What follows belongs to an exercise in optimizing a design on an open flow for small area, a short achievable clock period and few clock cycles per item; a production flow would make more cautious choices.
At most, simulation tests tie the RTL to the original design; equivalence was not proved.
No activity file was given, so power comes from the tool's default toggle rates.

Setup of old:
Design lru_page_reference_tracker_unit, start of the top module:
module lru_page_reference_tracker_unit #(
  parameter  int KEY_SPACE  = lru_pkg::KEY_SPACE_DEF,
  parameter  int MAX_FRAMES = lru_pkg::MAX_FRAMES_DEF,
  localparam int KW         = $clog2(KEY_SPACE),
  localparam int CW         = $clog2(MAX_FRAMES + 1)
) (
  input  wire logic                      clk,
  input  wire logic                      rst_n,
  input  wire logic                      in_valid,
  output logic                           in_ready,
  input  wire logic [KW-1:0]             in_page_key,
  output logic                           out_valid,
  input  wire logic                      out_ready,
  output logic                           out_hit,
  output logic                           out_evicted,
  output logic [KW-1:0]                  out_evicted_key,
  output logic [CW-1:0]                  out_occupancy,
  input  wire logic                      cfg_valid,
  output logic                           cfg_ready,
  input  wire logic [lru_pkg::CFG_W-1:0] cfg_frames_in_use
);
  logic [CW-1:0] lim_r;
  logic [CW-1:0] lim_wr;
  logic          out_valid_r;
  logic          accept;
  logic          step;
  logic          q0_v, q1_v;
  logic [KW-1:0] q0_key, q1_key;
  always_comb begin
    if (cfg_frames_in_use == '0) begin
      lim_wr = CW'(1);
    end else if (cfg_frames_in_use > lru_pkg::CFG_W'(MAX_FRAMES)) begin
      lim_wr = CW'(MAX_FRAMES);
    end else begin
      lim_wr = CW'(cfg_frames_in_use);
    end
  end
  assign cfg_ready = 1'b1;
  always_ff @(posedge clk) begin
    if (!rst_n) begin
      lim_r <= CW'(lru_pkg::CFG_RESET);
    end else if (cfg_valid) begin
      lim_r <= lim_wr;
    end
  end
  assign in_ready = !q1_v;
  assign accept   = in_valid && !q1_v;
  assign step     = q0_v && (!out_valid_r || out_ready);
  always_ff @(posedge clk) begin
    if (!rst_n) begin
      q0_v <= 1'b0;
      q1_v <= 1'b0;
    end else begin
      if (!q0_v || step) begin
        q0_v <= q1_v || accept;
      end
  ...
==> module lru_ctrl, before the edit <==
module lru_ctrl #(
  parameter  int KEY_SPACE  = lru_pkg::KEY_SPACE_DEF,
  parameter  int MAX_FRAMES = lru_pkg::MAX_FRAMES_DEF,
  localparam int KW         = $clog2(KEY_SPACE),
  localparam int CW         = $clog2(MAX_FRAMES + 1)
) (
  input  wire logic                      clk,
  input  wire logic                      rst_n,
  input  wire logic                      step,
  input  wire logic [KW-1:0]             key,
  input  wire logic [CW-1:0]             lim,
  output logic                           res_hit,
  output logic                           res_evicted,
  output logic [KW-1:0]                  res_evicted_key,
  output logic [CW-1:0]                  occupancy
);
  logic [KW-1:0]         list_r [MAX_FRAMES];
  logic [CW-1:0]         count_r;
  logic [MAX_FRAMES-1:0] vld;
  logic [MAX_FRAMES-1:0] match;
  logic [MAX_FRAMES-1:0] shift;
  logic                  hit;
  logic                  full;
  logic [KW-1:0]         tail_key;
  always_comb begin
    for (int i = 0; i < MAX_FRAMES; i++) begin
      vld[i]   = (count_r > CW'(i));
      match[i] = vld[i] && (list_r[i] == key);
    end
  end
  always_comb begin
    shift[0] = 1'b1;
    for (int i = 1; i < MAX_FRAMES; i++) begin
      shift[i] = shift[i-1] & ~match[i-1];
    end
  end
  assign hit  = |match;
  assign full = (count_r >= lim);
  always_comb begin
    tail_key = '0;
    for (int i = 0; i < MAX_FRAMES; i++) begin
      if (count_r == CW'(i + 1)) tail_key = list_r[i];
    end
  end
  always_ff @(posedge clk) begin
    if (step) begin
      list_r[0] <= key;
      for (int i = 1; i < MAX_FRAMES; i++) begin
        if (shift[i]) list_r[i] <= list_r[i-1];
      end
      res_hit         <= hit;
      res_evicted     <= ~hit & full;
      res_evicted_key <= (~hit & full) ? tail_key : '0;
    end
  end
  always_ff @(posedge clk) begin
    if (!rst_n) begin
      count_r <= '0;
    end else if (step && !hit && !full) begin
      count_r <= CW'(count_r + 1'b1);
    end
  end
  assign occupancy = count_r;
endmodule
==> module lru_page_reference_tracker_unit, before the edit <==
module lru_page_reference_tracker_unit #(
  parameter  int KEY_SPACE  = lru_pkg::KEY_SPACE_DEF,
  parameter  int MAX_FRAMES = lru_pkg::MAX_FRAMES_DEF,
  localparam int KW         = $clog2(KEY_SPACE),
  localparam int CW         = $clog2(MAX_FRAMES + 1)
) (
  input  wire logic                      clk,
  input  wire logic                      rst_n,
  input  wire logic                      in_valid,
  output logic                           in_ready,
  input  wire logic [KW-1:0]             in_page_key,
  output logic                           out_valid,
  input  wire logic                      out_ready,
  output logic                           out_hit,
  output logic                           out_evicted,
  output logic [KW-1:0]                  out_evicted_key,
  output logic [CW-1:0]                  out_occupancy,
  input  wire logic                      cfg_valid,
  output logic                           cfg_ready,
  input  wire logic [lru_pkg::CFG_W-1:0] cfg_frames_in_use
);
  logic [CW-1:0] lim_r;
  logic [CW-1:0] lim_wr;
  logic          out_valid_r;
  logic          accept;
  logic          step;
  logic          q0_v, q1_v;
  logic [KW-1:0] q0_key, q1_key;
  always_comb begin
    if (cfg_frames_in_use == '0) begin
      lim_wr = CW'(1);
    end else if (cfg_frames_in_use > lru_pkg::CFG_W'(MAX_FRAMES)) begin
      lim_wr = CW'(MAX_FRAMES);
    end else begin
      lim_wr = CW'(cfg_frames_in_use);
    end
  end
  assign cfg_ready = 1'b1;
  always_ff @(posedge clk) begin
    if (!rst_n) begin
      lim_r <= CW'(lru_pkg::CFG_RESET);
    end else if (cfg_valid) begin
      lim_r <= lim_wr;
    end
  end
  assign in_ready = !q1_v;
  assign accept   = in_valid && !q1_v;
  assign step     = q0_v && (!out_valid_r || out_ready);
  always_ff @(posedge clk) begin
    if (!rst_n) begin
      q0_v <= 1'b0;
      q1_v <= 1'b0;
    end else begin
      if (!q0_v || step) begin
        q0_v <= q1_v || accept;
      end
      q1_v <= q0_v && !step && (q1_v || accept);
    end
  end
  always_ff @(posedge clk) begin
    if (!q0_v || step) begin
      q0_key <= q1_v ? q1_key : in_page_key;
    end
    if (!q1_v) begin
      q1_key <= in_page_key;
    end
  end
  lru_ctrl #(
    .KEY_SPACE  (KEY_SPACE),
    .MAX_FRAMES (MAX_FRAMES)
  ) u_ctrl (
    .clk             (clk),
    .rst_n           (rst_n),
    .step            (step),
    .key             (q0_key),
    .lim             (lim_r),
    .res_hit         (out_hit),
    .res_evicted     (out_evicted),
    .res_evicted_key (out_evicted_key),
    .occupancy       (out_occupancy)
  );
  always_ff @(posedge clk) begin
    if (!rst_n) begin
      out_valid_r <= 1'b0;
    end else if (step) begin
      out_valid_r <= 1'b1;
    end else if (out_ready) begin
      out_valid_r <= 1'b0;
    end
  end
  assign out_valid = out_valid_r;
endmodule
export LEC_CHECK = 0
export ABC_CLOCK_PERIOD_IN_PS = 2500
export CAP_MARGIN = 20
export CORE_MARGIN = 2
export CORE_UTILIZATION = 40
export PLACE_DENSITY = 0.6
export SETUP_SLACK_MARGIN = 3
export SLEW_MARGIN = 20
create_clock -name core_clock -period 5.5 [get_ports {clk}]
run.sh (not shown) runs the stock make flow with config.mk's settings and CLKGATE_MAP_FILE= SYNTH_SCRIPT=/design/flow/synth_recipe.tcl, a recipe that flattens the netlist after the stock synthesis.
old reached the end of the flow, and the finished layout is clean on the timing, design-rule and antenna checks.
Setup changes, old to new
--- a/flow/design.v
+++ b/flow/design.v
@@ -16,10 +16,10 @@
   localparam int CW         = $clog2(MAX_FRAMES + 1)
 ) (
   input  wire logic                      clk,
   input  wire logic                      rst_n,
-  input  wire logic                      step,
-  input  wire logic [KW-1:0]             key,
+  input  wire logic                      accept,
+  input  wire logic [KW-1:0]             in_key,
   input  wire logic [CW-1:0]             lim,
   output logic                           res_hit,
   output logic                           res_evicted,
   output logic [KW-1:0]                  res_evicted_key,
@@ -35,9 +35,9 @@
   logic [KW-1:0]         tail_key;
   always_comb begin
     for (int i = 0; i < MAX_FRAMES; i++) begin
       vld[i]   = (count_r > CW'(i));
-      match[i] = vld[i] && (list_r[i] == key);
+      match[i] = vld[i] && (list_r[i] == in_key);
     end
   end
   always_comb begin
     shift[0] = 1'b1;
@@ -53,10 +53,10 @@
       if (count_r == CW'(i + 1)) tail_key = list_r[i];
     end
   end
   always_ff @(posedge clk) begin
-    if (step) begin
-      list_r[0] <= key;
+    if (accept) begin
+      list_r[0] <= in_key;
       for (int i = 1; i < MAX_FRAMES; i++) begin
         if (shift[i]) list_r[i] <= list_r[i-1];
       end
       res_hit         <= hit;
@@ -66,9 +66,9 @@
   end
   always_ff @(posedge clk) begin
     if (!rst_n) begin
       count_r <= '0;
-    end else if (step && !hit && !full) begin
+    end else if (accept && !hit && !full) begin
       count_r <= CW'(count_r + 1'b1);
     end
   end
   assign occupancy = count_r;
@@ -99,11 +99,8 @@
   logic [CW-1:0] lim_r;
   logic [CW-1:0] lim_wr;
   logic          out_valid_r;
   logic          accept;
-  logic          step;
-  logic          q0_v, q1_v;
-  logic [KW-1:0] q0_key, q1_key;
   always_comb begin
     if (cfg_frames_in_use == '0) begin
       lim_wr = CW'(1);
     end else if (cfg_frames_in_use > lru_pkg::CFG_W'(MAX_FRAMES)) begin
@@ -119,38 +116,18 @@
     end else if (cfg_valid) begin
       lim_r <= lim_wr;
     end
   end
-  assign in_ready = !q1_v;
-  assign accept   = in_valid && !q1_v;
-  assign step     = q0_v && (!out_valid_r || out_ready);
-  always_ff @(posedge clk) begin
-    if (!rst_n) begin
-      q0_v <= 1'b0;
-      q1_v <= 1'b0;
-    end else begin
-      if (!q0_v || step) begin
-        q0_v <= q1_v || accept;
-      end
-      q1_v <= q0_v && !step && (q1_v || accept);
-    end
-  end
-  always_ff @(posedge clk) begin
-    if (!q0_v || step) begin
-      q0_key <= q1_v ? q1_key : in_page_key;
-    end
-    if (!q1_v) begin
-      q1_key <= in_page_key;
-    end
-  end
+  assign in_ready = !out_valid_r || out_ready;
+  assign accept   = in_valid && in_ready;
   lru_ctrl #(
     .KEY_SPACE  (KEY_SPACE),
     .MAX_FRAMES (MAX_FRAMES)
   ) u_ctrl (
     .clk             (clk),
     .rst_n           (rst_n),
-    .step            (step),
-    .key             (q0_key),
+    .accept          (accept),
+    .in_key          (in_page_key),
     .lim             (lim_r),
     .res_hit         (out_hit),
     .res_evicted     (out_evicted),
     .res_evicted_key (out_evicted_key),
@@ -158,9 +135,9 @@
   );
   always_ff @(posedge clk) begin
     if (!rst_n) begin
       out_valid_r <= 1'b0;
-    end else if (step) begin
+    end else if (accept) begin
       out_valid_r <= 1'b1;
     end else if (out_ready) begin
       out_valid_r <= 1'b0;
     end
Results
- new: full flow OK, the timing, design-rule and antenna checks passed
- In the tables for old and new, final wirelength reads lower with new.
- Changes observed in new relative to old: register-to-register setup slack higher, number of design rule violations left after detail routing about even, register bit count reported by yosys decreased 14, count of multi-input gates -7.7%.
- Per the comparison of new with old, post-route total power down 5.2%, number of cell rows down 3, critical path depth down 2, fraction of the cycle the final worst path needs up 1.8 points.
- Changes observed in new relative to old: count of clock-buffer cells in the layout now sits at about the same level, setup slack now sits lower, met1 usage in global routing now sits higher, number of signal-net buffers in the layout now sits lower.
- Compared with old, new shows a clock distribution area overhead in the final layout that is 0.59 points higher.
Testbench counts of new, summed over its fixed seeds: cycles 16,512, items 16,384.
The RTL of old was laid out without a check of its function.

## what the ideal ports hide
How much do the figures lean on ideal ports? The routed layouts below were timed once more, with nothing changed but the port constraints. Step 1: set_driving_cell puts a clkbuf_16 on clk and a buf_2 on each other input, an assumption about the parent block. Step 2, shift: input delay + t, output delay - t, t = (earliest + latest rising clock arrival at the registers) / 2. This alone moves slack from input paths to output paths. Slacks: ideal / step 1 / step 2; pairs: ideal / step 1.
| run | shift t [ns] | slack for setup (ns) | hold slack, ns | pins driven straight from the clock port |
|---|---|---|---|---|
| old | 0.378 | 3.066 / 3.046 / 2.706 | 0.479 / 0.479 / 0.479 | 1 |
| new | 0.373 | 2.968 / 2.938 / 2.698 | 0.512 / 0.512 / 0.512 | 1 |
After both steps setup and hold are still met in every run listed. For old, which loses most, drivers alone change the setup slack by -0.020 ns; drivers and shift together by -0.360 ns.
